Context: an optimization exercise on an open-source flow, tuned for small area, a short achievable clock period and few clock cycles per item. The choices shown serve that exercise and are no tape-out recipe. At most, simulation tests tie the RTL to the original design; equivalence was not proved. No functional check of the RTL was part of runs 1 to 4. Power and IR drop assume default switching activity.

$ cat flow/constraint.sdc
create_clock -name core_clock -period 10.0 [get_ports {clk_i}]
set_input_delay 2.0000 -clock core_clock [delete_from_list [all_inputs] [get_ports {clk_i}]]
set_output_delay 2.0000 -clock core_clock [all_outputs]
set_load 0.01 [all_outputs]
$ cat flow/config.mk
export PLATFORM = sky130hd
export DESIGN_NAME = point_in_polygon_crossing_unit
export DESIGN_NICKNAME = point_in_polygon_crossing_unit
export VERILOG_FILES = /design/flow/design.v
export SDC_FILE = /design/flow/constraint.sdc
export NUM_CORES = 4
export LEC_CHECK = 0
export CAP_MARGIN = 20
export CORE_MARGIN = 2
export CORE_UTILIZATION = 40
export SLEW_MARGIN = 20
$ cat flow/run.sh
#!/bin/bash
# synth_recipe.tcl (not shown) runs the flow's synth.tcl, then flattens the netlist and writes it again
# the make line also repeats each setting of config.mk as NAME=value (left out here)
make -C /OpenROAD-flow-scripts/flow DESIGN_CONFIG=/design/flow/config.mk WORK_HOME=/design/flow/orfs CLKGATE_MAP_FILE= SYNTH_SCRIPT=/design/flow/synth_recipe.tcl finish
$ cat flow/design.v
package pipcu_pkg;
  localparam int unsigned COORD_BITS_DEFAULT = 32;
  localparam int unsigned QUEUE_DEPTH = 3;
  typedef struct packed {
    logic full;
    logic empty;
  } fifo_stat_t;
endpackage
module pipcu_front #(
  parameter int unsigned CoordBits = 32
) (
  input  logic signed [CoordBits-1:0] point_x_i,
  input  logic signed [CoordBits-1:0] point_y_i,
  input  logic signed [CoordBits-1:0] start_x_i,
  input  logic signed [CoordBits-1:0] start_y_i,
  input  logic signed [CoordBits-1:0] end_x_i,
  input  logic signed [CoordBits-1:0] end_y_i,
  output logic signed [CoordBits:0]   dif_a_o,   
  output logic signed [CoordBits:0]   dif_b_o,   
  output logic signed [CoordBits:0]   dif_c_o,   
  output logic signed [CoordBits:0]   dif_d_o    
);
  assign dif_a_o = {point_x_i[CoordBits-1], point_x_i} - {start_x_i[CoordBits-1], start_x_i};
  assign dif_b_o = {point_y_i[CoordBits-1], point_y_i} - {start_y_i[CoordBits-1], start_y_i};
  assign dif_c_o = {end_x_i[CoordBits-1], end_x_i} - {start_x_i[CoordBits-1], start_x_i};
  assign dif_d_o = {end_y_i[CoordBits-1], end_y_i} - {start_y_i[CoordBits-1], start_y_i};
endmodule
module pipcu_fifo #(
  parameter int unsigned Depth = 3
) (
  input  logic                  clk_i,
  input  logic                  rst_ni,
  input  logic                  push_i,
  input  logic                  data_i,
  input  logic                  pop_i,
  output logic                  data_o,
  output logic [$clog2(Depth+1)-1:0] count_o,
  output pipcu_pkg::fifo_stat_t stat_o
);
  localparam int unsigned PtrW = (Depth > 1) ? $clog2(Depth) : 1;
  localparam int unsigned CntW = $clog2(Depth + 1);
  logic [Depth-1:0] mem_q;
  logic [PtrW-1:0]  wr_ptr_q;
  logic [PtrW-1:0]  rd_ptr_q;
  logic [CntW-1:0]  count_q;
  logic             pop_fire;
  assign stat_o.full  = (count_q == CntW'(Depth));
  assign stat_o.empty = (count_q == '0);
  assign count_o      = count_q;
  assign pop_fire     = pop_i && !stat_o.empty;
  assign data_o       = mem_q[rd_ptr_q];
  always_ff @(posedge clk_i or negedge rst_ni) begin
    if (!rst_ni) begin
      wr_ptr_q <= '0;
      rd_ptr_q <= '0;
      count_q  <= '0;
    end else begin
      if (push_i) begin
        wr_ptr_q <= (wr_ptr_q == PtrW'(Depth - 1)) ? '0 : wr_ptr_q + 1'b1;
      end
      if (pop_fire) begin
        rd_ptr_q <= (rd_ptr_q == PtrW'(Depth - 1)) ? '0 : rd_ptr_q + 1'b1;
      end
      if (push_i && !pop_fire) begin
        count_q <= count_q + 1'b1;
      end else if (pop_fire && !push_i) begin
        count_q <= count_q - 1'b1;
      end
    end
  end
  always_ff @(posedge clk_i) begin
    if (push_i) begin
      mem_q[wr_ptr_q] <= data_i;
    end
  end
endmodule
module pipcu_back #(
  parameter int unsigned CoordBits = 32
) (
  input  logic                        clk_i,
  input  logic                        rst_ni,
  input  logic                        edge_valid_i,
  input  logic                        edge_last_i,
  input  logic signed [CoordBits:0]   dif_a_i,
  input  logic signed [CoordBits:0]   dif_b_i,
  input  logic signed [CoordBits:0]   dif_c_i,
  input  logic signed [CoordBits:0]   dif_d_i,
  output logic                        busy_o,    
  output logic                        res_push_o,
  output logic                        res_bit_o
);
  localparam int unsigned W  = CoordBits + 1;    
  localparam int unsigned RW = W + 1;            
  logic                 valid_q;
  logic                 last_q;
  logic                 first_q;
  logic [6:0]           cnt_q;
  logic signed [RW-1:0] r1_q, r2_q;
  logic signed [W-1:0]  c_q, d_q;
  logic                 parity_q;
  logic signed [RW-1:0] t1, t2;
  logic                 cneg, dneg;
  logic                 t1z, t2z, r1z, r2z, czero;
  logic                 q1, q2;
  logic                 straddle;
  logic                 decided;
  logic                 tog;
  logic                 load;
  logic                 retire;
  assign cneg = c_q[W-1];
  assign dneg = d_q[W-1];
  assign t1   = r1_q - RW'(c_q);
  assign t2   = r2_q - RW'(d_q);
  assign t1z  = (t1 == '0);
  assign t2z  = (t2 == '0);
  assign r1z  = (r1_q == '0);
  assign r2z  = (r2_q == '0);
  assign czero = (c_q == '0);
  assign q1 = cneg ? (t1[RW-1] | t1z) : !t1[RW-1];
  assign q2 = dneg ? (t2[RW-1] | t2z) : !t2[RW-1];
  assign straddle = (r2_q[RW-1] | r2z) == (!t2[RW-1] & !t2z);
  always_comb begin
    decided = 1'b1;
    tog     = 1'b0;
    if (first_q && !straddle) begin
      tog = 1'b0;
    end else if (first_q && czero) begin
      tog = r1_q[RW-1];                        
    end else if (first_q && !r1z && (r1_q[RW-1] != cneg)) begin
      tog = !cneg;                             
    end else if (r1z && r2z) begin
      tog = 1'b0;                              
    end else if (r1z) begin
      tog = !cneg;                             
    end else if (r2z) begin
      tog = cneg;                              
    end else if (q1 != q2) begin
      tog = q1 ^ !cneg;
    end else if (cnt_q[6] && cnt_q[0]) begin
      tog = 1'b0;                              
    end else begin
      decided = 1'b0;
    end
  end
  assign retire = valid_q && decided;
  assign load   = !valid_q || decided;
  assign busy_o = valid_q && !decided;
  always_ff @(posedge clk_i or negedge rst_ni) begin
    if (!rst_ni) begin
      valid_q  <= 1'b0;
      parity_q <= 1'b0;
    end else begin
      if (load) begin
        valid_q <= edge_valid_i;
      end
      if (retire) begin
        parity_q <= last_q ? 1'b0 : (parity_q ^ tog);
      end
    end
  end
  always_ff @(posedge clk_i) begin
    if (load) begin
      last_q  <= edge_last_i;
      first_q <= 1'b1;
      cnt_q   <= '0;
      r1_q    <= RW'(dif_a_i);
      r2_q    <= RW'(dif_b_i);
      c_q     <= dif_c_i;
      d_q     <= dif_d_i;
    end else begin
      first_q <= 1'b0;
      cnt_q   <= cnt_q + 1'b1;
      r1_q    <= (q1 ? t1 : r1_q) <<< 1;
      r2_q    <= (q2 ? t2 : r2_q) <<< 1;
    end
  end
  assign res_push_o = retire && last_q;
  assign res_bit_o  = parity_q ^ tog;
endmodule
module point_in_polygon_crossing_unit #(
  parameter int unsigned CoordBits = pipcu_pkg::COORD_BITS_DEFAULT
) (
  input  logic                        clk_i,
  input  logic                        rst_ni,
  input  logic                        push,
  output logic                        full,
  input  logic signed [CoordBits-1:0] point_x_i,
  input  logic signed [CoordBits-1:0] point_y_i,
  input  logic signed [CoordBits-1:0] start_x_i,
  input  logic signed [CoordBits-1:0] start_y_i,
  input  logic signed [CoordBits-1:0] end_x_i,
  input  logic signed [CoordBits-1:0] end_y_i,
  input  logic                        last_edge_i,
  output logic                        empty,
  input  logic                        pop,
  output logic                        inside_res_o
);
  localparam int unsigned ResDepth = pipcu_pkg::QUEUE_DEPTH;
  localparam int unsigned CntW     = $clog2(ResDepth + 1);
  logic signed [CoordBits:0] dif_a, dif_b, dif_c, dif_d;
  logic                      busy;
  logic                      res_room;
  logic                      res_push;
  logic                      res_bit;
  logic [CntW-1:0]           res_count;
  pipcu_pkg::fifo_stat_t     res_stat;
  pipcu_front #(
    .CoordBits (CoordBits)
  ) u_front (
    .point_x_i (point_x_i),
    .point_y_i (point_y_i),
    .start_x_i (start_x_i),
    .start_y_i (start_y_i),
    .end_x_i   (end_x_i),
    .end_y_i   (end_y_i),
    .dif_a_o   (dif_a),
    .dif_b_o   (dif_b),
    .dif_c_o   (dif_c),
    .dif_d_o   (dif_d)
  );
  assign res_room = (res_count <= CntW'(ResDepth - 2));
  assign full     = busy || !res_room;
  pipcu_back #(
    .CoordBits (CoordBits)
  ) u_back (
    .clk_i        (clk_i),
    .rst_ni       (rst_ni),
    .edge_valid_i (push && res_room),
    .edge_last_i  (last_edge_i),
    .dif_a_i      (dif_a),
    .dif_b_i      (dif_b),
    .dif_c_i      (dif_c),
    .dif_d_i      (dif_d),
    .busy_o       (busy),
    .res_push_o   (res_push),
    .res_bit_o    (res_bit)
  );
  pipcu_fifo #(
    .Depth (ResDepth)
  ) u_res_queue (
    .clk_i   (clk_i),
    .rst_ni  (rst_ni),
    .push_i  (res_push),
    .data_i  (res_bit),
    .pop_i   (pop),
    .data_o  (inside_res_o),
    .count_o (res_count),
    .stat_o  (res_stat)
  );
  assign empty = res_stat.empty;
endmodule
==> results of run 1 <==
==> cells by family (layout without fill, tap and decap cells) <==
group	after synthesis	count (layout)	share of synthesized area, %
muxes	111	111	6.78
DFF	154	154	23.0
AOI/OAI and AO/OA	561	561	22.4
buffers and inverters	239	435	5.70
xor gates and xnor gates	154	154	8.11
and+or+nand+nor	584	584	18.2
adders and majority gates	207	207	15.8
==> stage by stage <==
step	hold slack, ns	utilization [%]	setup WS [ns]
floorplan	0.426	-	3.09
global placement	0.451	46.8	2.75
detailed placement	0.457	46.8	2.71
CTS	0.475	48.3	2.15
global route	0.520	48.3	1.71
finish	0.475	48.3	2.16
==> path summary, 6_finish.rpt <==
| path | start | endpoint | slack, ns | cells past startpoint |
|---|---|---|---|---|
| worst min-delay path | u_back.cnt_q[0] | u_back.cnt_q[0] | 0.47 | 1 |
| worst max-delay path | u_back.c_q[4] | full | 2.16 | 18 |
| max in group asynchronous | rst_ni | u_res_queue.rd_ptr_q[1] | 7.91 | 1 |
| worst max register to register | u_back.c_q[4] | u_back.r1_q[19] | 3.92 | 18 |
| min in group asynchronous | rst_ni | u_res_queue.count_q[1] | 1.81 | 1 |
| worst min register to register | u_back.cnt_q[0] | u_back.cnt_q[0] | 0.47 | 1 |
==> where the power goes <==
group          internal [W]  total, W  switching, W
clock network      0.000362  0.000680      0.000318
logic               0.00217   0.00552       0.00334
registers           0.00107   0.00132      0.000251
total               0.00360   0.00752       0.00391
==> worst register-to-register path, stage by stage (launching register included) <==
cell       delay, ns
edfxtp_1        0.35
inv_1           0.05
ha_1            0.36
and2_1          0.18
o21a_1          0.19
o21ai_1         0.41
nand4_1         0.29
a31oi_2         0.48
a21oi_1         0.17
a21o_1          0.20
a2111oi_0       0.69
nand4_2         0.33
nand2_2         0.17
buf_4           0.52
nand3_1         0.15
nor4b_4         0.19
nand3_4         0.12
buf_12          0.59
mux2_1          0.52
==> metal layers <==
layer | routed length [µm] | vias to the layer above
li1 | - | 7781
met1 | 24400 | 7233
met2 | 20600 | 331
met3 | 1920 | 38
met4 | 597 | 0
met5 | 0 | -
==> flip-flops by register name, indices dropped and copies added (netlist names) <==
name and cells:
u_back.r1_q 34, u_back.r2_q 34, u_back.c_q 33, u_back.d_q 33, u_back.cnt_q 7, u_res_queue.mem_q 3
u_res_queue.count_q 2, u_res_queue.rd_ptr_q 2, u_res_queue.wr_ptr_q 2, u_back.first_q 1, u_back.last_q 1, u_back.parity_q 1
u_back.valid_q 1
==> layout make-up <==
| class | count | area, µm² | share of cell area [%] |
|---|---|---|---|
| Multi-Input combinational cell | 1617 | 11900 | 60.1 |
| Sequential cell | 154 | 3820 | 19.3 |
| Timing Repair Buffer | 202 | 2030 | 10.3 |
| Inverter | 201 | 754 | 3.82 |
| Tap cell | 532 | 666 | 3.37 |
| Clock buffer | 17 | 425 | 2.15 |
| Clock inverter | 15 | 195 | 0.987 |
==> cell usage after synthesis (9+ instances only) <==
library cell,count,area [µm²]
a2111oi_0,9,78.8
a211oi_1,21,158
a21boi_0,11,82.6
a21o_1,72,541
a21oi_1,153,766
a31o_2,10,87.6
a31oi_1,30,188
and2_1,14,87.6
and3_1,27,169
buf_2,14,70.1
clkbuf_1,18,67.6
dfxtp_1,76,1520
edfxtp_1,70,2100
ha_1,201,2510
inv_1,201,754
mux2_1,10,113
mux2i_1,97,971
nand2_1,117,439
nand2b_1,32,200
nand3_1,51,255
nand4_1,32,200
nor2_1,134,503
nor2b_1,27,169
nor3_1,49,245
nor4_1,33,206
o2111ai_1,12,105
o211ai_1,11,82.6
o21a_1,32,240
o21ai_0,96,480
o21bai_1,16,120
o31ai_1,11,82.6
or3_1,14,87.6
xnor2_1,95,832
xor2_1,59,517
==> flow_summary.ini, run 1 <==
[place]
dp.cells = 2706
gp_congestion = 0.891
dpl_cell_area_um2 = 19100
hpwl_um = 38800
numPortBuffers = 199

[pwr]
ir_drop_uv = 698
p_leak_nw = 9.05
p_per_area_nw_per_um2 = 380
power.total_w = 0.00752

[floorplan]
start_util_pct = 40.7
coreArea_um2 = 40900
row_count = 74
fp.dieH_um = 208
io_pins = 200
dieArea_um2 = 43200
die_width_um = 208

[timing]
rsz0062_at_grt = false
hold_viol_final = 0
fin_tns_setup_ns = 0
slew_headroom_pct = 37.6
finalSetupViolCount = 0
skew_ns = 0.0156
min_period_ns = 7.84
drv_slew = 0
worst_pin_slew_ns = 0.927
period_share_pct = 78.4
fmax_mhz = 128

[clocking]
cts.path.max_buffers = 2
clkLatencyLatePin_ns = 0.46
cts_tree = yes
cts_sinks = 154
htree_num_levels = 4
post_cts_buffers = 0
cts.repair.resized = 0
postCtsHoldBufs = 0
cts_inserted_buffers = 17
path_clk_slew_ns = 0.07
root_buffer = clkbuf_16

[synth]
seq_area_frac_synth_pct = 23.0
avgSynthCellArea_um2 = 8.28
syn_area_um2 = 16600
ys_ff_latch = 154
async_flop_share_pct = 5.19
syn_nets = 2414
synth_edf_count = 70
yosysUniqueCellTypes = 87
synth_top_flop_cell = dfxtp_1
netlist_instances = 2010
synth_warnings = 2

[grt]
grt_pass1_wl_um = 75800
met1_usage_pct = 31.2
antenna_found_initial = 0
grtUsageMet3_pct = 2.66
track_usage_pct = 21.4
first_global_vias = 14800
grt_max_degree = 143
grt-busiest-layer = met2
grtUsageMet2_pct = 33.6
grt-ovfl-total = 0

[final_layout]
final_layout_size_suffix_gt1_share_pct = 3.31
stdcell_area_um2 = 19800
final_nets = 2597
most-common-layout-cells = 201 x inv_1, 201 x ha_1, 199 x clkdlybuf4s50_1, 153 x a21oi_1, 134 x nor2_1
n_fill_cell = 4003
num_antenna_cells = 0
final_cell_count_no_fill = 2738
areaGrowthSynthToFinish_pct = 18.8

[route]
drt_iter0_markers = 851
via_count = 15400
first_pass_iters = 5
remaining_drc_errors = 0
ant_nets = 0
routedWlPerCell_um = 17.3
vias_per_cell = 5.62
wirelength_um = 47500

[setup_path]
cp_top_family = compound AO/OA/AOI/OAI gates
cp_slowest_stage_delay_ns = 0.69
slowest_stage = a2111oi_0
worstSetupEndpointType = output port
cp.arrival_ns = 5.84
path_class = reg2out
path_buf_inv = 3
crit_fanout = 39
startpoint_type = flop
worstPathRequired_ns = 8.00
cp_cell_sequence = inv_1 > ha_1 > and2_1 > o21a_1 > o21ai_1 > nand4_1 > a31oi_2 > a21oi_1 > a21o_1 > a2111oi_0 > nand4_2 > nand2_2 > buf_4 > nand3_1 > nor4b_4 > nand3_4 > nand2_1 > clkdlybuf4s50_1

[flow_run]
max_cap_viol_count = 0

[min_path]
hold_path_class = reg2reg

[status]
status = complete, no violations
==> run 2, diff against run 1 <==
--- a/flow/design.v
+++ b/flow/design.v
@@ -18,12 +18,20 @@
   output logic signed [CoordBits:0]   dif_a_o,   
   output logic signed [CoordBits:0]   dif_b_o,   
   output logic signed [CoordBits:0]   dif_c_o,   
-  output logic signed [CoordBits:0]   dif_d_o    
+  output logic signed [CoordBits:0]   dif_d_o,   
+  output logic                        px_lt_ex_o,
+  output logic                        px_eq_ex_o,
+  output logic                        ey_lt_py_o,
+  output logic                        ey_eq_py_o
 );
   assign dif_a_o = {point_x_i[CoordBits-1], point_x_i} - {start_x_i[CoordBits-1], start_x_i};
   assign dif_b_o = {point_y_i[CoordBits-1], point_y_i} - {start_y_i[CoordBits-1], start_y_i};
   assign dif_c_o = {end_x_i[CoordBits-1], end_x_i} - {start_x_i[CoordBits-1], start_x_i};
   assign dif_d_o = {end_y_i[CoordBits-1], end_y_i} - {start_y_i[CoordBits-1], start_y_i};
+  assign px_lt_ex_o = (point_x_i < end_x_i);
+  assign px_eq_ex_o = (point_x_i == end_x_i);
+  assign ey_lt_py_o = (end_y_i < point_y_i);
+  assign ey_eq_py_o = (end_y_i == point_y_i);
 endmodule
 module pipcu_fifo #(
   parameter int unsigned Depth = 3
@@ -85,58 +93,74 @@
   input  logic signed [CoordBits:0]   dif_b_i,
   input  logic signed [CoordBits:0]   dif_c_i,
   input  logic signed [CoordBits:0]   dif_d_i,
+  input  logic                        px_lt_ex_i,
+  input  logic                        px_eq_ex_i,
+  input  logic                        ey_lt_py_i,
+  input  logic                        ey_eq_py_i,
   output logic                        busy_o,    
   output logic                        res_push_o,
   output logic                        res_bit_o
 );
   localparam int unsigned W  = CoordBits + 1;    
-  localparam int unsigned RW = W + 1;            
+  localparam int unsigned TW = W + 1;            
   logic                 valid_q;
   logic                 last_q;
   logic                 first_q;
   logic [6:0]           cnt_q;
-  logic signed [RW-1:0] r1_q, r2_q;
-  logic signed [W-1:0]  c_q, d_q;
+  logic signed [W-1:0]  r1_q, r2_q, c_q, d_q;
+  logic                 px_lt_ex_q, px_eq_ex_q, ey_lt_py_q, ey_eq_py_q;
   logic                 parity_q;
-  logic signed [RW-1:0] t1, t2;
-  logic                 cneg, dneg;
-  logic                 t1z, t2z, r1z, r2z, czero;
+  logic signed [TW-1:0] t1, t2;
+  logic                 aneg, bneg, cneg, dneg;
+  logic                 t1z, t2z, az, bz, cz;
   logic                 q1, q2;
   logic                 straddle;
+  logic                 a_ge_c;
   logic                 decided;
   logic                 tog;
   logic                 load;
   logic                 retire;
+  assign aneg = r1_q[W-1];
+  assign bneg = r2_q[W-1];
   assign cneg = c_q[W-1];
   assign dneg = d_q[W-1];
-  assign t1   = r1_q - RW'(c_q);
-  assign t2   = r2_q - RW'(d_q);
-  assign t1z  = (t1 == '0);
-  assign t2z  = (t2 == '0);
-  assign r1z  = (r1_q == '0);
-  assign r2z  = (r2_q == '0);
-  assign czero = (c_q == '0);
-  assign q1 = cneg ? (t1[RW-1] | t1z) : !t1[RW-1];
-  assign q2 = dneg ? (t2[RW-1] | t2z) : !t2[RW-1];
-  assign straddle = (r2_q[RW-1] | r2z) == (!t2[RW-1] & !t2z);
+  assign az   = (r1_q == '0);
+  assign bz   = (r2_q == '0);
+  assign cz   = (c_q == '0);
+  assign t1  = {r1_q, 1'b0} - TW'(c_q);
+  assign t2  = {r2_q, 1'b0} - TW'(d_q);
+  assign t1z = ({r1_q, 1'b0} == TW'(c_q));
+  assign t2z = ({r2_q, 1'b0} == TW'(d_q));
+  assign q1 = cneg ? (t1[TW-1] | t1z) : !t1[TW-1];
+  assign q2 = dneg ? (t2[TW-1] | t2z) : !t2[TW-1];
+  assign straddle = (bneg | bz) == ey_lt_py_q;
+  assign a_ge_c   = cneg ? (px_lt_ex_q | px_eq_ex_q) : !px_lt_ex_q;
   always_comb begin
     decided = 1'b1;
     tog     = 1'b0;
     if (first_q && !straddle) begin
       tog = 1'b0;
-    end else if (first_q && czero) begin
-      tog = r1_q[RW-1];                        
-    end else if (first_q && !r1z && (r1_q[RW-1] != cneg)) begin
+    end else if (first_q && cz) begin
+      tog = aneg;                              
+    end else if (first_q && az) begin
+      tog = !bz && !cneg;                      
+    end else if (first_q && (aneg != cneg)) begin
       tog = !cneg;                             
-    end else if (r1z && r2z) begin
-      tog = 1'b0;                              
-    end else if (r1z) begin
+    end else if (first_q && a_ge_c) begin
+      tog = !(ey_eq_py_q && px_eq_ex_q) && cneg;   
+    end else if (first_q && ey_eq_py_q) begin
       tog = !cneg;                             
-    end else if (r2z) begin
+    end else if (first_q && bz) begin
       tog = cneg;                              
     end else if (q1 != q2) begin
       tog = q1 ^ !cneg;
-    end else if (cnt_q[6] && cnt_q[0]) begin
+    end else if (q1 && t1z && t2z) begin
+      tog = 1'b0;                              
+    end else if (q1 && t1z) begin
+      tog = !cneg;                             
+    end else if (q1 && t2z) begin
+      tog = cneg;                              
+    end else if (cnt_q[6]) begin
       tog = 1'b0;                              
     end else begin
       decided = 1'b0;
@@ -160,18 +184,22 @@
   end
   always_ff @(posedge clk_i) begin
     if (load) begin
-      last_q  <= edge_last_i;
-      first_q <= 1'b1;
-      cnt_q   <= '0;
-      r1_q    <= RW'(dif_a_i);
-      r2_q    <= RW'(dif_b_i);
-      c_q     <= dif_c_i;
-      d_q     <= dif_d_i;
-    end else begin
-      first_q <= 1'b0;
-      cnt_q   <= cnt_q + 1'b1;
-      r1_q    <= (q1 ? t1 : r1_q) <<< 1;
-      r2_q    <= (q2 ? t2 : r2_q) <<< 1;
+      last_q     <= edge_last_i;
+      first_q    <= 1'b1;
+      cnt_q      <= '0;
+      r1_q       <= dif_a_i;
+      r2_q       <= dif_b_i;
+      c_q        <= dif_c_i;
+      d_q        <= dif_d_i;
+      px_lt_ex_q <= px_lt_ex_i;
+      px_eq_ex_q <= px_eq_ex_i;
+      ey_lt_py_q <= ey_lt_py_i;
+      ey_eq_py_q <= ey_eq_py_i;
+    end else begin
+      first_q    <= 1'b0;
+      cnt_q      <= cnt_q + 1'b1;
+      r1_q       <= q1 ? W'(t1) : {r1_q[W-2:0], 1'b0};
+      r2_q       <= q2 ? W'(t2) : {r2_q[W-2:0], 1'b0};
     end
   end
   assign res_push_o = retire && last_q;
@@ -198,6 +226,7 @@
   localparam int unsigned ResDepth = pipcu_pkg::QUEUE_DEPTH;
   localparam int unsigned CntW     = $clog2(ResDepth + 1);
   logic signed [CoordBits:0] dif_a, dif_b, dif_c, dif_d;
+  logic                      px_lt_ex, px_eq_ex, ey_lt_py, ey_eq_py;
   logic                      busy;
   logic                      res_room;
   logic                      res_push;
@@ -216,7 +245,11 @@
     .dif_a_o   (dif_a),
     .dif_b_o   (dif_b),
     .dif_c_o   (dif_c),
-    .dif_d_o   (dif_d)
+    .dif_d_o   (dif_d),
+    .px_lt_ex_o (px_lt_ex),
+    .px_eq_ex_o (px_eq_ex),
+    .ey_lt_py_o (ey_lt_py),
+    .ey_eq_py_o (ey_eq_py)
   );
   assign res_room = (res_count <= CntW'(ResDepth - 2));
   assign full     = busy || !res_room;
@@ -231,6 +264,10 @@
     .dif_b_i      (dif_b),
     .dif_c_i      (dif_c),
     .dif_d_i      (dif_d),
+    .px_lt_ex_i   (px_lt_ex),
+    .px_eq_ex_i   (px_eq_ex),
+    .ey_lt_py_i   (ey_lt_py),
+    .ey_eq_py_i   (ey_eq_py),
     .busy_o       (busy),
     .res_push_o   (res_push),
     .res_bit_o    (res_bit)
==> flow_summary.ini, run 2 <==
[setup_path]
cp_cell_sequence = inv_1 > ha_1 > and3_1 > o2111a_1 > o31a_1 > nor3_1 > o21ai_0 > a31o_2 > mux2i_4 > buf_4 > nand3b_1 > a21boi_4 > inv_4 > nand2_1 > clkdlybuf4s50_1
cp.arrival_ns = 4.93
path_class = reg2out
slowest_stage = buf_4
startpoint_type = flop
worstSetupEndpointType = output port
crit_start = u_back.d_q[7]
cp_slowest_stage_delay_ns = 0.56
worstPathRequired_ns = 8.00
reg2reg_from = u_back.d_q[7]
crit_fanout = 66

[route]
remaining_drc_errors = 0
via_count = 16000
first_pass_iters = 5
vias_per_cell = 5.41
ant_nets = 0
wirelength_um = 47800
routedWlPerCell_um = 16.2
drt_iter0_markers = 684

[final_layout]
multiInputGateArea_um2 = 12400
areaGrowthSynthToFinish_pct = 17.9
n_fill_cell = 4258
layout_commonest_cell = ha_1
final_layout_size_suffix_gt1_share_pct = 2.82
num_antenna_cells = 0
final_nets = 2829
most-common-layout-cells = 265 x ha_1, 249 x inv_1, 199 x clkdlybuf4s50_1, 188 x a21oi_1, 160 x nand2_1
register_area_um2 = 3900

[clocking]
postCtsHoldBufs = 0
post_cts_buffers = 0
path_clk_slew_ns = 0.06
clkLatencyLatePin_ns = 0.43
cts_inserted_buffers = 17
root_buffer = clkbuf_16
cts_sinks = 156
cts.path.max_buffers = 2
cts_tree = yes
cts.repair.resized = 0
htree_num_levels = 4

[grt]
grt_pass1_wl_um = 77200
track_usage_pct = 21.0
grt_max_degree = 67
first_global_vias = 15900
grt-ovfl-total = 0
antenna_found_initial = 0

[timing]
hold_viol_final = 0
period_share_pct = 69.3
fmax_mhz = 144
setup_ws_ns = 3.07
fin_tns_setup_ns = 0
min_period_ns = 6.93
drv_slew = 0
slew_headroom_pct = 38.9
skew_ns = 0.0109
worst_pin_slew_ns = 0.909
finalSetupViolCount = 0
rsz0062_at_grt = false

[floorplan]
io_pins = 200
die_width_um = 213
dieArea_um2 = 45400
row_count = 76
fp.dieH_um = 213
start_util_pct = 40.6
coreArea_um2 = 43100

[synth]
yosysMostFrequentCell = ha_1
synth_warnings = 2
synthAdderAreaFrac_pct = 19.6
yosys-mux-area-fraction_pct = 1.23
async_flop_share_pct = 5.13
synth_top_cell_by_area = ha_1
synthXorXnorAreaFrac_pct = 7.81
synth_top_family_by_area = compound AO/OA/AOI/OAI gates
synth_common_cells = 265 x ha_1, 249 x inv_1, 188 x a21oi_1
yosys.area_share.simple_pct = 17.0
synth_compound_area_share_pct = 25.4
netlist_instances = 2179
syn_area_um2 = 17500
ys_ff_latch = 156
syn_nets = 2647
seq_area_frac_synth_pct = 22.3
avgSynthCellArea_um2 = 8.03
synth_edf_count = 74
yosys-top-cells-area = ha_1 19%, edfxtp_1 13%, dfxtp_1 8.5%
synth_top_cell_area_share_pct = 19.0
synth_top_flop_cell = edfxtp_1
yosysUniqueCellTypes = 82

[place]
gp_congestion = 0.861
hpwl_um = 38800
place_ws_ns = 3.55
numPortBuffers = 199

[pwr]
p_leak_nw = 9.61
ir_drop_uv = 119
p_per_area_nw_per_um2 = 222

[flow_run]
max_cap_viol_count = 0

[status]
status = complete, no violations

[min_path]
hp-start = u_back.cnt_q[0]
hold_path_class = reg2reg
-- run 2: cell type report --
cell class,count,share of cell area (%)
multi-input combinational,1731,60.3
clock inverter,10,0.582
tap,585,3.55
inverter,250,4.56
clock buffer,22,2.15
sequential,156,18.9
timing repair buffer,205,9.88
-- run 2: power breakdown --
part	switching (W)	internal (W)	leakage, nW
Sequential	0.000171	0.000916	1.50
Combinational	0.00164	0.00121	7.84
Clock	0.000265	0.000368	0.268
-- run 2: through the flow --
step | instance area [µm²] | util, % | hold WS [ns] | total power (W) | instances
after floorplan | 17500 | - | 0.413 | 0.00321 | 2179
after global placement | 20100 | 46.6 | 0.424 | 0.00389 | 2927
after detailed placement | 20100 | 46.6 | 0.442 | 0.00391 | 2927
after CTS | 20600 | 47.9 | 0.453 | 0.00458 | 2959
after global routing | 20600 | 47.9 | 0.480 | 0.00498 | 2959
final | 20600 | 47.9 | 0.457 | 0.00457 | 2959
-- run 2: cells by family after synthesis --
| family | count (synthesis) |
|---|---|
| compound gates | 687 |
| xor+xnor | 156 |
| flops | 156 |
| buf+inv | 292 |
| mux | 21 |
| simple gates | 596 |
| fa+ha+maj | 271 |
-- run 2: worst max-delay path, delay by kind of cell, from the launching register on --
kind | cells | cell delay [ns]
AND/OR/NAND/NOR | 4 | 0.68
adder cells (fa/ha/maj) | 1 | 0.36
buffers and inverters | 4 | 1.38
multiplexers | 1 | 0.24
AO/OA/AOI/OAI | 5 | 1.50
flip-flops | 1 | 0.33
-- run 2: final timing paths --
check	endpoint	slack, ns	cells past startpoint
worst max-delay path	full	3.07	15
worst min-delay path	u_back.cnt_q[0]	0.46	1
worst max register to register	u_back.r1_q[4]	4.91	16
worst min register to register	u_back.cnt_q[0]	0.46	1
max in group asynchronous	u_res_queue.rd_ptr_q[1]	7.86	1
min in group asynchronous	u_res_queue.rd_ptr_q[0]	1.86	1
-- run 2: per-layer routing --
| metal | routed length (µm) | vias up | track usage [%] | part of all wire (%) |
|---|---|---|---|---|
| met5 | 0 | - | 0 | 0 |
| met4 | 697 | 0 | 4.75 | 1.5 |
| met3 | 1350 | 38 | 2.24 | 2.8 |
| met2 | 22800 | 279 | 36.8 | 48 |
| met1 | 23000 | 7456 | 27.7 | 48 |
| li1 | - | 8247 | - | - |
==> run 3, diff against run 2 <==
--- a/flow/config.mk
+++ b/flow/config.mk
@@ -8,4 +8,5 @@
 export CAP_MARGIN = 20
 export CORE_MARGIN = 2
 export CORE_UTILIZATION = 40
+export SETUP_SLACK_MARGIN = 5
 export SLEW_MARGIN = 20
==> flow_summary.ini, run 3 <==
[status]
status = complete, no violations

[grt]
grt-ovfl-total = 0
track_usage_pct = 21.9
grt_pass1_wl_um = 80300
antenna_found_initial = 1
first_global_vias = 16200
grt_max_degree = 60

[route]
ant_nets = 0
drt_iter0_markers = 850
via_count = 16200
wirelength_um = 50100
routedWlPerCell_um = 16.8
first_pass_iters = 7
vias_per_cell = 5.43
remaining_drc_errors = 0

[setup_path]
rr_endpoint = u_back.r1_q[0]
worstSetupEndpointType = output port
path_common_cell = o31a_1
cp.arrival_ns = 3.73
cp_top_family = compound AO/OA/AOI/OAI gates
path_class = reg2out
worstPathRequired_ns = 8.00
crit_fanout = 3
reg2regPathDepth = 17
reg2reg_from = u_back.d_q[1]
startpoint_type = flop
rrSetupSlack_ns = 5.37
cp_cell_sequence = inv_2 > ha_4 > nor2b_4 > o31a_1 > o31a_1 > nor3_2 > o21ai_2 > a31o_4 > mux2i_4 > or4_4 > a21boi_4 > bufinv_16 > nand2_4 > buf_6
cp_slowest_stage_delay_ns = 0.55
path_buf_inv = 3
slowest_stage = or4_4

[floorplan]
dieArea_um2 = 45400
fp.dieH_um = 213
start_util_pct = 40.6
die_width_um = 213
row_count = 76
io_pins = 200
coreArea_um2 = 43100

[min_path]
hp-start = u_back.cnt_q[0]
holdPathEnd = u_back.cnt_q[0]
hold_path_class = reg2reg
hold_path_depth = 1

[clocking]
path_clk_slew_ns = 0.06
cts_tree = yes
cts_sinks = 156
htree_num_levels = 4
root_buffer = clkbuf_16
postCtsHoldBufs = 0
clkLatencyLatePin_ns = 0.44
cts_inserted_buffers = 17
cts.path.max_buffers = 2

[timing]
worst_pin_slew_ns = 0.768
skew_ns = 0.0111
finalSetupViolCount = 0
rsz0062_at_grt = true
fin_tns_setup_ns = 0
drv_slew = 0
whs_ns = 0.449
fmax_mhz = 175
period_share_pct = 57.3
slew_headroom_pct = 48.3
hold_viol_final = 0
min_period_ns = 5.73

[final_layout]
final_layout_size_suffix_gt1_share_pct = 6.86
final_nets = 2859
areaGrowthSynthToFinish_pct = 22.5
n_fill_cell = 4243
layout_commonest_cell = ha_1
most-common-layout-cells = 250 x ha_1, 243 x inv_1, 190 x clkdlybuf4s50_1, 183 x a21oi_1, 159 x nand2_1
num_antenna_cells = 0

[synth]
netlist_instances = 2179
yosysUniqueCellTypes = 82
syn_nets = 2647
seq_area_frac_synth_pct = 22.3
synth_common_cells = 265 x ha_1, 249 x inv_1, 188 x a21oi_1
syn_area_um2 = 17500
synth_edf_count = 74
synth_top_flop_cell = edfxtp_1
synth_top_cell_area_share_pct = 19.0
avgSynthCellArea_um2 = 8.03
synth_warnings = 2
ys_ff_latch = 156
async_flop_share_pct = 5.13
synth_top_cell_by_area = ha_1
yosys-top-cells-area = ha_1 19%, edfxtp_1 13%, dfxtp_1 8.5%
yosysMostFrequentCell = ha_1

[flow_run]
max_cap_viol_count = 0

[pwr]
clockPowerShare_pct = 13.7
p_leak_nw = 9.92
p_int_w = 0.00260
switchingPower_w = 0.00217
p_per_area_nw_per_um2 = 223
comb_power_share_pct = 63.5
power_frac_seq_pct = 22.9
switching_share_pct = 45.4
ir_drop_uv = 140

[place]
numPortBuffers = 199
hpwl_um = 39400
gp_congestion = 0.872
-- run 3: cell types whose count changed in the layout (fill, tap and decap cells not counted), moves of 6 or more --
cell             delta
ha_1               -15
buf_4              +25
o21ai_1             +7
dlymetal6s2s_1      +6
ha_2                +6
ha_4                +9
o21ai_0            -13
inv_1               -6
clkdlybuf4s50_1     -9
inv_2               +6
-- run 3: cell families after synthesis --
logic type / after synthesis / share of synthesized area [%]
mux: 21 / 1.23
simple gates: 596 / 17.0
flops: 156 / 22.3
compound gates: 687 / 25.4
xor+xnor: 156 / 7.81
buf+inv: 292 / 6.65
fa+ha+maj: 271 / 19.6
-- run 3: power groups by stage --
stage          Combinational (W)  Clock (W)  Sequential [W]
4_1_cts                  0.00298   0.000665         0.00109
3_3_place_gp             0.00282          0         0.00109
5_1_grt                  0.00338   0.000693         0.00112
2_1_floorplan            0.00220          0         0.00103
3_5_place_dp             0.00283          0         0.00110
6_report                 0.00303   0.000652         0.00109
-- run 3: repair_timing --
| action | in CTS | in global routing |
|---|---|---|
| setup buffers | 15 | 12 |
| resized for setup | 67 | 54 |
| pin swaps | 24 | 27 |
| setup endpoints to repair | 53 | 28 |
| cloned | 3 | 0 |
-- run 3: layer usage --
metal  up-vias  global-route usage (%)  wire length [µm]
li1       8314                       -                 -
met1      7543                    27.5             22900
met2       319                    39.6             24700
met3        61                    2.40              1430
met4         2                    5.88              1030
met5         -                       0                13
-- run 3: how the worst max path moves through the flow --
stage                         startpoint  endpoint  slack (ns)  depth (start not counted)
final                      u_back.d_q[1]      full        4.27                         14
after global routing       u_back.d_q[1]      full        4.17                         15
after CTS                  u_back.d_q[1]      full        4.30                         14
after detailed placement   u_back.d_q[7]      full        3.49                         15
after global placement    u_back.d_q[16]      full        3.62                         15
after floorplan           u_back.c_q[20]      full        4.65                         16
-- run 3: cell type report --
| class | count | area (µm²) | area share [%] |
|---|---|---|---|
| clock inverter | 13 | 141 | 0.660 |
| multi-input combinational | 1731 | 12900 | 60.4 |
| clock buffer | 19 | 433 | 2.02 |
| sequential | 156 | 3900 | 18.2 |
| inverter | 250 | 965 | 4.50 |
| timing repair buffer | 233 | 2300 | 10.7 |
| timing repair inverter | 2 | 17.5 | 0.0817 |
| tap | 585 | 732 | 3.42 |
-- run 3: metrics by stage --
stage               utilization (%)  instances  power (W)  setup WS (ns)  instance area (µm²)
floorplan                         -       2179    0.00323           4.65                17500
global placement               46.6       2927    0.00392           3.62                20100
detailed placement             46.6       2927    0.00393           3.49                20100
CTS                            49.0       2977    0.00473           4.30                21100
global route                   49.8       2989    0.00519           4.17                21400
finish                         49.8       2989    0.00477           4.27                21400
==> run 4, diff against run 3 <==
--- a/flow/config.mk
+++ b/flow/config.mk
@@ -8,5 +8,5 @@
 export CAP_MARGIN = 20
 export CORE_MARGIN = 2
 export CORE_UTILIZATION = 40
-export SETUP_SLACK_MARGIN = 5
+export SETUP_SLACK_MARGIN = 3
 export SLEW_MARGIN = 20
==> flow_summary.ini, run 4 <==
[timing]
fmax_mhz = 152
min_period_ns = 6.57
hold_viol_final = 0
slew_headroom_pct = 38.7
fin_tns_setup_ns = 0
worst_pin_slew_ns = 0.913
rsz0062_at_grt = false
skew_ns = 0.0105
period_share_pct = 65.7
finalSetupViolCount = 0
whs_ns = 0.457
drv_slew = 0

[synth]
seq_area_frac_synth_pct = 22.3
yosysMostFrequentCell = ha_1
netlist_instances = 2179
ys_ff_latch = 156
yosys-top-cells-area = ha_1 19%, edfxtp_1 13%, dfxtp_1 8.5%
synth_top_flop_cell = edfxtp_1
syn_nets = 2647
synth_common_cells = 265 x ha_1, 249 x inv_1, 188 x a21oi_1
synth_top_cell_by_area = ha_1
synth_top_cell_area_share_pct = 19.0
synth_edf_count = 74
async_flop_share_pct = 5.13
yosysUniqueCellTypes = 82
synth_warnings = 2
avgSynthCellArea_um2 = 8.03
syn_area_um2 = 17500

[clocking]
cts.path.max_buffers = 2
postCtsHoldBufs = 0
htree_num_levels = 4
cts_sinks = 156
path_clk_slew_ns = 0.07
clkLatencyLatePin_ns = 0.43
cts_inserted_buffers = 17
cts_tree = yes
root_buffer = clkbuf_16

[floorplan]
start_util_pct = 40.6
coreArea_um2 = 43100
fp.dieH_um = 213
row_count = 76
dieArea_um2 = 45400
io_pins = 200
die_width_um = 213

[final_layout]
areaGrowthSynthToFinish_pct = 17.9
final_layout_size_suffix_gt1_share_pct = 2.82
n_fill_cell = 4259
num_antenna_cells = 0
most-common-layout-cells = 265 x ha_1, 249 x inv_1, 199 x clkdlybuf4s50_1, 188 x a21oi_1, 160 x nand2_1
final_cell_count_no_fill = 2959
layout_commonest_cell = ha_1
final_nets = 2829
finalCoreUtilization_pct = 47.9

[route]
remaining_drc_errors = 0
wirelength_um = 47800
first_pass_iters = 5
drt_iter0_markers = 708
routedWlPerCell_um = 16.1
via_count = 16000
vias_per_cell = 5.40
ant_nets = 0

[status]
status = complete, no violations

[grt]
track_usage_pct = 21.0
grt_pass1_wl_um = 77200
antenna_found_initial = 0
grt-ovfl-total = 0
first_global_vias = 15900
grt_max_degree = 67

[min_path]
holdPathEnd = u_back.cnt_q[0]
hold_path_depth = 1
hold_path_class = reg2reg
hp-start = u_back.cnt_q[0]

[setup_path]
startpoint_type = flop
crit_fanout = 66
rrSetupSlack_ns = 5.26
rr_endpoint = u_back.r2_q[32]
worstPathRequired_ns = 8.00
worstSetupEndpointType = output port
crit_start = u_back.d_q[1]
reg2regPathDepth = 15
path_class = reg2out
reg2reg_from = u_back.c_q[10]
cp.arrival_ns = 4.57

[pwr]
p_leak_nw = 9.61
power_frac_seq_pct = 23.8
switching_share_pct = 45.5
p_per_area_nw_per_um2 = 222
clockPowerShare_pct = 13.8
comb_power_share_pct = 62.4
power.total_w = 0.00457
switchingPower_w = 0.00208
p_int_w = 0.00249
ir_drop_uv = 120

[place]
numPortBuffers = 199
dp.cells = 2927
gp_congestion = 0.861
hpwl_um = 38800

[flow_run]
max_cap_viol_count = 0
run 4: cell counts after synthesis:
Identical to the previous run, type by type.
run 4: area by class of cell:
class	instances	area (µm²)	area share (%)
clock buffer	22	444	2.15
clock inverter	10	120	0.582
inverter	250	941	4.56
multi-input combinational	1731	12400	60.3
sequential	156	3900	18.9
tap	585	732	3.55
timing repair buffer	205	2040	9.89
run 4: per-layer routing:
layer / global-route usage (%) / part of all wire (%) / wire [µm]
met5: 0 / 0 / 0
met2: 36.8 / 48 / 22800
met3: 2.24 / 2.9 / 1380
met4: 4.75 / 1.5 / 697
met1: 27.7 / 48 / 22900
run 4: timing repair:
| action | 4_1_cts | 5_1_grt |
|---|---|---|
| hold endpoints to repair | 0 | 0 |
| setup buffers | 0 | 0 |
| setup endpoints to repair | 0 | 1 |
| resized for setup | 0 | 2 |
run 4: worst max path at each step:
stage,endpoint,cells past startpoint
final,full,15
after global routing,full,15
after CTS,full,15
after detailed placement,full,15
after global placement,full,15
after floorplan,full,16
run 4: worst max-delay path, cell delays in order, from the launching register on:
cell and delay (ns):
edfxtp_1 0.41, inv_1 0.08, ha_1 0.24, nor2b_1 0.15
o31a_1 0.28, o31a_1 0.32, nor3_1 0.17, o21ai_1 0.18
a31o_2 0.31, mux2i_4 0.19, buf_6 0.42, nand3b_1 0.23
a21boi_4 0.23, inv_4 0.24, nand2_1 0.13, clkdlybuf4s50_1 0.54
run 4: logic make-up after synthesis:
group                    Yosys count  synth area share [%]
AO/OA/AOI/OAI                    687                  25.4
AND/OR/NAND/NOR                  596                  17.0
buffers and inverters            292                  6.65
adder cells (fa/ha/maj)          271                  19.6
XOR/XNOR                         156                  7.81
flip-flops                       156                  22.3
multiplexers                      21                  1.23
run 4: power by group through the flow:
stage	logic (W)	registers [W]	clock network [W]
after detailed placement	0.00282	0.00109	0
after floorplan	0.00218	0.00103	0
final	0.00285	0.00109	0.000632
after CTS	0.00285	0.00108	0.000645
after global placement	0.00280	0.00109	0
after global routing	0.00320	0.00111	0.000671
run 4: through the flow:
step	instance area, µm²	worst slack [ns]
after detailed placement	20100	3.55
after global routing	20600	3.13
after CTS	20600	3.03
final	20600	3.43
after global placement	20100	3.61
after floorplan	17500	4.42
==> run 5, diff against run 4 <==
--- a/flow/design.v
+++ b/flow/design.v
@@ -109,6 +109,7 @@
   logic [6:0]           cnt_q;
   logic signed [W-1:0]  r1_q, r2_q, c_q, d_q;
   logic                 px_lt_ex_q, px_eq_ex_q, ey_lt_py_q, ey_eq_py_q;
+  logic                 q1_q, q2_q, t1z_q, t2z_q;    
   logic                 parity_q;
   logic signed [TW-1:0] t1, t2;
   logic                 aneg, bneg, cneg, dneg;
@@ -138,27 +139,31 @@
   always_comb begin
     decided = 1'b1;
     tog     = 1'b0;
-    if (first_q && !straddle) begin
-      tog = 1'b0;
-    end else if (first_q && cz) begin
-      tog = aneg;                              
-    end else if (first_q && az) begin
-      tog = !bz && !cneg;                      
-    end else if (first_q && (aneg != cneg)) begin
+    if (first_q) begin
+      if (!straddle) begin
+        tog = 1'b0;
+      end else if (cz) begin
+        tog = aneg;                            
+      end else if (az) begin
+        tog = !bz && !cneg;                    
+      end else if (aneg != cneg) begin
+        tog = !cneg;                           
+      end else if (a_ge_c) begin
+        tog = !(ey_eq_py_q && px_eq_ex_q) && cneg;   
+      end else if (ey_eq_py_q) begin
+        tog = !cneg;                           
+      end else if (bz) begin
+        tog = cneg;                            
+      end else begin
+        decided = 1'b0;                        
+      end
+    end else if (q1_q != q2_q) begin
+      tog = q1_q ^ !cneg;
+    end else if (q1_q && t1z_q && t2z_q) begin
+      tog = 1'b0;                              
+    end else if (q1_q && t1z_q) begin
       tog = !cneg;                             
-    end else if (first_q && a_ge_c) begin
-      tog = !(ey_eq_py_q && px_eq_ex_q) && cneg;   
-    end else if (first_q && ey_eq_py_q) begin
-      tog = !cneg;                             
-    end else if (first_q && bz) begin
-      tog = cneg;                              
-    end else if (q1 != q2) begin
-      tog = q1 ^ !cneg;
-    end else if (q1 && t1z && t2z) begin
-      tog = 1'b0;                              
-    end else if (q1 && t1z) begin
-      tog = !cneg;                             
-    end else if (q1 && t2z) begin
+    end else if (q1_q && t2z_q) begin
       tog = cneg;                              
     end else if (cnt_q[6]) begin
       tog = 1'b0;                              
@@ -183,6 +188,10 @@
     end
   end
   always_ff @(posedge clk_i) begin
+    q1_q  <= q1;
+    q2_q  <= q2;
+    t1z_q <= t1z;
+    t2z_q <= t2z;
     if (load) begin
       last_q     <= edge_last_i;
       first_q    <= 1'b1;
--- a/flow/config.mk
+++ b/flow/config.mk
@@ -8,5 +8,4 @@
 export CAP_MARGIN = 20
 export CORE_MARGIN = 2
 export CORE_UTILIZATION = 40
-export SETUP_SLACK_MARGIN = 3
 export SLEW_MARGIN = 20
==> flow_summary.ini, run 5 <==
[synth]
seq_area_frac_synth_pct = 22.6
async_flop_share_pct = 5.00
synth_warnings = 2
syn_nets = 2628
synth_top_cell_by_area = ha_1
yosys-top-cells-area = ha_1 19%, edfxtp_1 13%, dfxtp_1 8.9%
avgSynthCellArea_um2 = 8.16
ys_ff_latch = 160
synth_common_cells = 265 x ha_1, 246 x inv_1, 191 x a21oi_1
synth_top_flop_cell = dfxtp_1
synth_edf_count = 74
yosysMostFrequentCell = ha_1
syn_area_um2 = 17600
yosysUniqueCellTypes = 82
synth_top_cell_area_share_pct = 18.8
netlist_instances = 2160

[timing]
finalSetupViolCount = 0
skew_ns = 0.0129
min_period_ns = 6.12
rsz0062_at_grt = false
drv_slew = 0
fin_tns_setup_ns = 0
period_share_pct = 61.2
fmax_mhz = 164
hold_viol_final = 0
slew_headroom_pct = 26.6
setup_ws_ns = 3.88
worst_pin_slew_ns = 1.10

[route]
remaining_drc_errors = 0
wirelength_um = 49300
via_count = 16100
vias_per_cell = 5.50
ant_nets = 0
routedWlPerCell_um = 16.8
first_pass_iters = 5
drt_iter0_markers = 1137

[flow_run]
max_cap_viol_count = 0

[final_layout]
n_fill_cell = 4277
register_area_um2 = 3980
num_antenna_cells = 0
final_nets = 2804
most-common-layout-cells = 265 x ha_1, 245 x inv_1, 199 x clkdlybuf4s50_1, 191 x a21oi_1, 145 x nand2_1
multiInputGateArea_um2 = 12500
final_layout_size_suffix_gt1_share_pct = 3.02
finalCoreUtilization_pct = 48.0
areaGrowthSynthToFinish_pct = 17.7
layout_commonest_cell = ha_1

[setup_path]
worstSetupEndpointType = output port
crit_start = u_back.c_q[1]
crit_fanout = 82
worstPathRequired_ns = 8.00
cp.arrival_ns = 4.12
reg2regPathDepth = 11
rr_endpoint = u_back.r1_q[20]
path_class = reg2out
startpoint_type = flop
reg2reg_from = u_back.c_q[1]
endpoint = full
rrSetupSlack_ns = 5.49

[place]
gp_congestion = 0.949
numPortBuffers = 199
place_ws_ns = 3.82
hpwl_um = 40300

[pwr]
ir_drop_uv = 156
power.total_w = 0.00478
p_leak_nw = 9.55
p_per_area_nw_per_um2 = 231

[clocking]
cts_inserted_buffers = 17
path_clk_slew_ns = 0.07
clkLatencyLatePin_ns = 0.43
root_buffer = clkbuf_16
post_cts_buffers = 0
cts_tree = yes
htree_num_levels = 4
cts.repair.resized = 0
cts.path.max_buffers = 2
cts_sinks = 160
postCtsHoldBufs = 0

[grt]
track_usage_pct = 21.1
grt_max_degree = 83
first_global_vias = 15800
antenna_found_initial = 0
grt-ovfl-total = 0
grt_pass1_wl_um = 80000

[min_path]
hold_path_depth = 1
hold_path_class = reg2reg

[status]
status = complete, no violations

[floorplan]
row_count = 76
dieArea_um2 = 45800
io_pins = 200
die_width_um = 214
fp.dieH_um = 214
start_util_pct = 40.7
coreArea_um2 = 43300
## run 5: changes by cell type after synthesis, sizes merged, moves of 7 or more
cell / delta
o22ai: +11
o41ai: +7
o21a: -17
mux2i: +41
nand2: -15
nand3: +24
a211oi: -9
o21ai: -21
a21o: -19
a31oi: -14
xnor2: +11
nand2b: -16
## run 5: stage by stage
stage               hold slack (ns)  instances  instance area (µm²)
global route                  0.475       2934                20700
global placement              0.432       2902                20200
CTS                           0.454       2934                20700
finish                        0.448       2934                20700
floorplan                     0.413       2160                17600
detailed placement            0.441       2902                20200
## run 5: worst min path at each step
stage	startpoint	to	slack, ns
final	u_back.cnt_q[0]	u_back.cnt_q[0]	0.45
after global routing	u_back.cnt_q[0]	u_back.cnt_q[0]	0.47
after CTS	u_back.cnt_q[0]	u_back.cnt_q[0]	0.45
after detailed placement	u_back.cnt_q[0]	u_back.cnt_q[0]	0.44
after global placement	u_back.cnt_q[0]	u_back.cnt_q[0]	0.43
after floorplan	u_back.cnt_q[0]	u_back.cnt_q[0]	0.41
## run 5: logic make-up (layout without fill, tap and decap cells)
| kind of cell | after synthesis | after routing | share of synthesized area, % |
|---|---|---|---|
| buf+inv | 292 | 481 | 6.48 |
| simple gates | 568 | 568 | 15.9 |
| xor+xnor | 165 | 165 | 8.20 |
| flops | 160 | 160 | 22.6 |
| fa+ha+maj | 271 | 271 | 19.5 |
| mux | 62 | 62 | 3.55 |
| compound gates | 642 | 642 | 23.8 |
## run 5: cell type report
type | count | area share, %
Clock buffer | 19 | 2.18
Clock inverter | 13 | 0.603
Multi-Input combinational cell | 1708 | 60.3
Tap cell | 585 | 3.53
Inverter | 247 | 4.48
Timing Repair Buffer | 202 | 9.71
Sequential cell | 160 | 19.2
## run 5: where the power goes
part | internal (W) | leakage [nW] | switching (W)
Combinational | 0.00129 | 7.73 | 0.00171
Clock | 0.000361 | 0.283 | 0.000293
Sequential | 0.000953 | 1.53 | 0.000182
Total | 0.00260 | 9.55 | 0.00218
## run 5: worst max-delay path: stages (launching register included)
cell and delay (ns):
edfxtp_1 0.44, nor4_1 0.77, nand4_1 0.19, nor3_1 0.34, a2111oi_0 0.14, a31oi_1 0.43
nor2b_4 0.09, inv_4 0.63, nand2_1 0.10, clkdlybuf4s50_1 0.51
## run 5: per-layer routing
layer,up-vias,GRT usage [%],share of wire [%]
met4,0,4.03,1.1
met3,35,2.51,3.9
met5,-,0,0
met1,7559,30.0,50
met2,328,34.6,45
li1,8227,-,-
Testbench counts of run 5, summed over its fixed seeds: cycles 23,339, items 16,856.
==> run 6, diff against run 5 <==
--- a/flow/config.mk
+++ b/flow/config.mk
@@ -8,4 +8,5 @@
 export CAP_MARGIN = 20
 export CORE_MARGIN = 2
 export CORE_UTILIZATION = 40
+export SETUP_SLACK_MARGIN = 5
 export SLEW_MARGIN = 20
==> flow_summary.ini, run 6 <==
[clocking]
cts_sinks = 160
cts.path.max_buffers = 2
cts_tree = yes
cts_inserted_buffers = 17
clkLatencyLatePin_ns = 0.43
htree_num_levels = 4
path_clk_slew_ns = 0.06
postCtsHoldBufs = 0
root_buffer = clkbuf_16

[route]
via_count = 16300
vias_per_cell = 5.54
wirelength_um = 50500
drt_iter0_markers = 1090
remaining_drc_errors = 0
first_pass_iters = 6
routedWlPerCell_um = 17.1
ant_nets = 0

[synth]
synth_warnings = 2
synthXorXnorAreaFrac_pct = 8.20
synth_common_cells = 265 x ha_1, 246 x inv_1, 191 x a21oi_1
yosysMostFrequentCell = ha_1
syn_area_um2 = 17600
synth_edf_count = 74
ys_ff_latch = 160
async_flop_share_pct = 5.00
synth_top_family_by_area = compound AO/OA/AOI/OAI gates
yosys-mux-area-fraction_pct = 3.55
synth_top_cell_by_area = ha_1
synth_compound_area_share_pct = 23.8
synth_top_cell_area_share_pct = 18.8
syn_nets = 2628
synth_top_flop_cell = dfxtp_1
avgSynthCellArea_um2 = 8.16
synthAdderAreaFrac_pct = 19.5
yosysUniqueCellTypes = 82
yosys-top-cells-area = ha_1 19%, edfxtp_1 13%, dfxtp_1 8.9%
yosys.area_share.simple_pct = 15.9
seq_area_frac_synth_pct = 22.6
netlist_instances = 2160

[pwr]
p_per_area_nw_per_um2 = 227
p_leak_nw = 9.75
power.total_w = 0.00486
ir_drop_uv = 148

[timing]
period_share_pct = 49.5
slew_headroom_pct = 27.1
min_period_ns = 4.95
rsz0062_at_grt = true
setup_ws_ns = 5.05
skew_ns = 0.0132
hold_viol_final = 0
whs_ns = 0.457
drv_slew = 0
finalSetupViolCount = 0
fmax_mhz = 202
fin_tns_setup_ns = 0
worst_pin_slew_ns = 1.09

[grt]
grt_pass1_wl_um = 79800
antenna_found_initial = 1
first_global_vias = 15700
grt_max_degree = 83
grt-ovfl-total = 0
track_usage_pct = 21.0

[setup_path]
worstSetupEndpointType = flop
path_class = in2reg
startpoint_type = primary input
cp.arrival_ns = 5.11
worstPathRequired_ns = 10.16
crit_fanout = 3

[status]
status = complete, no violations

[floorplan]
dieArea_um2 = 45800
die_width_um = 214
io_pins = 200
start_util_pct = 40.7
coreArea_um2 = 43300
fp.dieH_um = 214
row_count = 76

[final_layout]
most-common-layout-cells = 257 x ha_1, 244 x inv_1, 196 x clkdlybuf4s50_1, 186 x a21oi_1, 143 x nand2_1
final_layout_size_suffix_gt1_share_pct = 6.34
final_nets = 2820
layout_commonest_cell = ha_1
areaGrowthSynthToFinish_pct = 21.4

[flow_run]
max_cap_viol_count = 0

[place]
hpwl_um = 40100
numPortBuffers = 199
place_ws_ns = 3.82
gp_congestion = 0.932

[min_path]
hold_path_class = reg2reg
==> run 6: per-layer routing <==
| metal | vias up | part of all wire (%) | global-route usage, % |
|---|---|---|---|
| met5 | - | 0.026 | 0 |
| met4 | 2 | 1.3 | 4.03 |
| met3 | 35 | 3.4 | 1.85 |
| met2 | 354 | 46 | 34.7 |
| met1 | 7714 | 50 | 29.9 |
| li1 | 8234 | - | - |
==> run 6: per-stage QoR <==
stage / util, % / area, µm² / cells
floorplan: - / 17600 / 2160
global placement: 46.6 / 20200 / 2902
detailed placement: 46.6 / 20200 / 2902
CTS: 48.7 / 21100 / 2940
global route: 49.4 / 21400 / 2950
finish: 49.5 / 21400 / 2951
==> run 6: final timing paths <==
path,start,to,slack [ns],cells after the start
worst max-delay path,end_x_i[0],u_back.c_q[32],5.05,14
worst min register to register,u_back.cnt_q[0],u_back.cnt_q[0],0.46,1
worst min-delay path,u_back.cnt_q[0],u_back.cnt_q[0],0.46,1
min in group asynchronous,rst_ni,u_res_queue.count_q[1],1.86,1
worst max register to register,u_back.c_q[6],u_back.r1_q[1],5.63,12
max in group asynchronous,rst_ni,u_back.valid_q,7.87,1
==> run 6: logic make-up after synthesis <==
logic type	count (synthesis)
AOI/OAI and AO/OA	642
and+or+nand+nor	568
buffers and inverters	292
adders and majority gates	271
xor gates and xnor gates	165
DFF	160
muxes	62
==> run 6: final cells by class <==
class	count	area [µm²]
Timing Repair inverter	2	17.5
Inverter	247	940
Clock inverter	13	128
Tap cell	585	732
Fill cell	4218	21900
Sequential cell	160	3990
Clock buffer	19	443
Antenna cell	1	2.50
Timing Repair Buffer	216	2120
Multi-Input combinational cell	1708	13000
==> run 6: what timing repair did <==
action                     in CTS  in global routing
setup buffers                   6                  8
setup endpoints to repair      26                 24
gates resized for setup        51                 55
hold endpoints to repair        0                  0
gates cloned                    0                  2
pin swaps                      10                 30
==> run 6: where the power goes <==
part | switching [W] | leakage (nW) | internal, W
clock | 0.000292 | 0.273 | 0.000354
sequential | 0.000191 | 1.53 | 0.000953
combinational | 0.00174 | 7.95 | 0.00133
==> run 6: worst max-delay path, stage by stage <==
cell and delay [ns]:
clkdlybuf4s50_1 0.49, inv_1 0.05, ha_1 0.20, fa_2 0.38
nor2b_2 0.15, o31a_1 0.20, o41ai_1 0.11, o211ai_1 0.38
a31oi_2 0.21, o21ai_2 0.24, a41oi_2 0.15, o21ai_2 0.19
nand2_1 0.07, a31o_2 0.29
==> run 7, diff against run 6 <==
==> flow/flow/run.sh (new file) <==
#!/bin/bash
set -euo pipefail
MARGIN=$(cat flow/margin.txt)
bash standard.sh SETUP_SLACK_MARGIN=$MARGIN finish > standard_flow.log 2>&1
==> flow/flow/margin.txt (new file) <==
6.5
==> flow/standard.sh (new file) <==
#!/bin/bash
# synth_recipe.tcl (not shown) runs the flow's synth.tcl, then flattens the netlist and writes it again
# the make line also repeats each setting of config.mk as NAME=value (left out here)
make -C /OpenROAD-flow-scripts/flow DESIGN_CONFIG=/design/flow/config.mk WORK_HOME=/design/flow/orfs CLKGATE_MAP_FILE= SYNTH_SCRIPT=/design/flow/synth_recipe.tcl "${@:-finish}"
--- a/flow/config.mk
+++ b/flow/config.mk
@@ -8,5 +8,4 @@
 export CAP_MARGIN = 20
 export CORE_MARGIN = 2
 export CORE_UTILIZATION = 40
-export SETUP_SLACK_MARGIN = 5
 export SLEW_MARGIN = 20
removed: flow/run.sh
==> flow_summary.ini, run 7 <==
[grt]
track_usage_pct = 23.9
grt-ovfl-total = 0
antenna_found_initial = 0
grt_pass1_wl_um = 90300
grt_max_degree = 77
first_global_vias = 17800

[timing]
skew_ns = 0.0176
min_period_ns = 4.59
rsz0062_at_grt = true
worst_pin_slew_ns = 0.869
drv_slew = 0
fmax_mhz = 218
slew_headroom_pct = 41.7
finalSetupViolCount = 0
hold_viol_final = 0
fin_tns_setup_ns = 0
period_share_pct = 45.9

[pwr]
p_leak_nw = 11.7
ir_drop_uv = 130
clockPowerShare_pct = 12.5
power_frac_seq_pct = 21.0
comb_power_share_pct = 66.5
switching_share_pct = 44.5
switchingPower_w = 0.00245
p_per_area_nw_per_um2 = 207
p_int_w = 0.00305

[synth]
synth_common_cells = 265 x ha_1, 246 x inv_1, 191 x a21oi_1
yosys-top-cells-area = ha_1 19%, edfxtp_1 13%, dfxtp_1 8.9%
synth_top_cell_by_area = ha_1
synthAdderAreaFrac_pct = 19.5
synth_edf_count = 74
avgSynthCellArea_um2 = 8.16
yosysUniqueCellTypes = 82
synthXorXnorAreaFrac_pct = 8.20
netlist_instances = 2160
synth_top_family_by_area = compound AO/OA/AOI/OAI gates
yosys.area_share.simple_pct = 15.9
syn_area_um2 = 17600
synth_warnings = 2
syn_nets = 2628
synth_top_cell_area_share_pct = 18.8
ys_ff_latch = 160
synth_top_flop_cell = dfxtp_1
async_flop_share_pct = 5.00
seq_area_frac_synth_pct = 22.6
yosysMostFrequentCell = ha_1
yosys-mux-area-fraction_pct = 3.55
synth_compound_area_share_pct = 23.8

[route]
remaining_drc_errors = 0
wirelength_um = 57300
ant_nets = 0
first_pass_iters = 5
drt_iter0_markers = 993
via_count = 17600
vias_per_cell = 5.50
routedWlPerCell_um = 17.9

[setup_path]
crit_fanout = 3
path_class = reg2out
cp_cell_sequence = nor4_1 > nand4_1 > nor3_2 > a2111oi_2 > a31oi_1 > buf_4 > nor2b_4 > inv_16 > nand2_4 > buf_6
cp_slowest_stage_delay_ns = 0.54
cp.arrival_ns = 2.59
slowest_stage = nor4_1
worstSetupEndpointType = output port
startpoint_type = flop
worstPathRequired_ns = 8.00

[final_layout]
num_antenna_cells = 0
final_nets = 3081
layout_commonest_cell = buf_4
finalCoreUtilization_pct = 61.5
final_layout_size_suffix_gt1_share_pct = 35.0
n_fill_cell = 3636
most-common-layout-cells = 194 x buf_4, 180 x inv_1, 150 x ha_1, 132 x a21oi_1, 126 x nand2_1
areaGrowthSynthToFinish_pct = 51.0

[clocking]
path_clk_slew_ns = 0.06
postCtsHoldBufs = 0
cts_tree = yes
clkLatencyLatePin_ns = 0.45
cts_inserted_buffers = 17
cts_sinks = 160
cts.path.max_buffers = 2
htree_num_levels = 4
root_buffer = clkbuf_16

[floorplan]
row_count = 76
io_pins = 200
fp.dieH_um = 214
dieArea_um2 = 45800
start_util_pct = 40.7
coreArea_um2 = 43300
die_width_um = 214

[place]
hpwl_um = 40800
gp_congestion = 0.861
numPortBuffers = 199

[status]
status = complete, no violations

[min_path]
hold_path_class = reg2reg

[flow_run]
max_cap_viol_count = 0
==> run 7: metrics by stage <==
step	cell area (µm²)	std cells	hold WS, ns	power [W]	setup WS (ns)
after detailed placement	21400	2902	0.432	0.00417	4.42
after global placement	21400	2902	0.422	0.00413	4.47
after floorplan	18900	2160	0.413	0.00345	5.54
final	26600	3211	0.440	0.00550	5.41
after global routing	26600	3211	0.484	0.00591	5.34
after CTS	24800	3119	0.441	0.00518	5.37
==> run 7: per-layer routing <==
metal	vias to the layer above	share of wire (%)	GRT usage, %
met5	-	0	0
met4	0	1.4	4.92
met3	57	3.4	2.80
met2	311	49	41.9
met1	8516	46	31.6
li1	8765	-	-
==> run 7: cells by family after synthesis <==
logic type / count (synthesis)
AOI/OAI and AO/OA: 642
xor gates and xnor gates: 165
adders and majority gates: 271
buffers and inverters: 292
DFF: 160
muxes: 62
and+or+nand+nor: 568
==> run 7: repair_timing <==
item                       4_1_cts  5_1_grt
setup buffers                  181       92
gates resized for setup        850      274
gates cloned                     4        0
pin swaps                      274      204
setup endpoints to repair      172      149
==> run 7: worst paths after layout <==
path | from | endpoint | slack (ns) | cells past startpoint
worst max register to register | u_back.d_q[15] | u_back.r2_q[17] | 6.40 | 14
worst min register to register | u_back.cnt_q[0] | u_back.cnt_q[0] | 0.44 | 1
min in group asynchronous | rst_ni | u_res_queue.rd_ptr_q[1] | 1.85 | 1
max in group asynchronous | rst_ni | u_back.valid_q | 7.86 | 1
worst max-delay path | u_back.c_q[8] | full | 5.41 | 10
worst min-delay path | u_back.cnt_q[0] | u_back.cnt_q[0] | 0.44 | 1
==> run 7: critical path, delay by kind of cell (launching register included) <==
| family | cells | cell delay, ns |
|---|---|---|
| flip-flops | 1 | 0.43 |
| buffers and inverters | 3 | 0.33 |
| AO/OA/AOI/OAI | 2 | 0.26 |
| AND/OR/NAND/NOR | 5 | 1.12 |
==> run 7: area by class of cell <==
type | instances | area [µm²] | area share, %
multi-input combinational | 1709 | 15900 | 59.6
timing repair buffer | 476 | 4250 | 16.0
inverter | 247 | 1150 | 4.32
clock inverter | 12 | 158 | 0.593
clock buffer | 20 | 447 | 1.68
timing repair inverter | 2 | 17.5 | 0.0658
sequential | 160 | 3990 | 15.0
tap | 585 | 732 | 2.75
==> run 7: power groups by stage <==
stage          sequential, W  combinational (W)  clock, W
2_1_floorplan        0.00107            0.00238         0
3_3_place_gp         0.00114            0.00299         0
3_5_place_dp         0.00114            0.00303         0
4_1_cts              0.00113            0.00336  0.000699
5_1_grt              0.00118            0.00400  0.000729
6_report             0.00116            0.00366  0.000687

==> separate check: timing with driven ports <==
Ports are ideal in the flow. The routed layouts listed here were re-timed in OpenROAD.
Step 1 assumes that a clkbuf_16 drives the clock port and a buf_2 every other input.
Step 2 adds t to the input delays and takes it off the output delays; t is the mean of the earliest and latest rising clock arrival at the registers after step 1. Input paths then give back, and output paths get back, about the clock's delay inside the block.
a / b / c = no drivers / after step 1 / after step 2; a / b = the first two.
run	shift t [ns]	setup WS [ns]	clock arrival spread, ns
run 1	0.510	2.158 / 2.104 / 2.614	0.015 / 0.016
run 2	0.479	3.072 / 3.018 / 3.497	0.010 / 0.011
run 3	0.487	4.271 / 4.215 / 4.619	0.011 / 0.011
run 4	0.480	3.434 / 3.379 / 3.859	0.011 / 0.010
run 5	0.481	3.885 / 3.831 / 3.956	0.013 / 0.013
run 6	0.478	5.050 / 5.080 / 4.602	0.013 / 0.014
run 7	0.494	5.407 / 5.350 / 5.055	0.018 / 0.018
After both steps setup and hold are still met in every run listed. For run 6, which loses most, drivers alone change the setup slack by +0.030 ns; drivers and shift together by -0.448 ns.
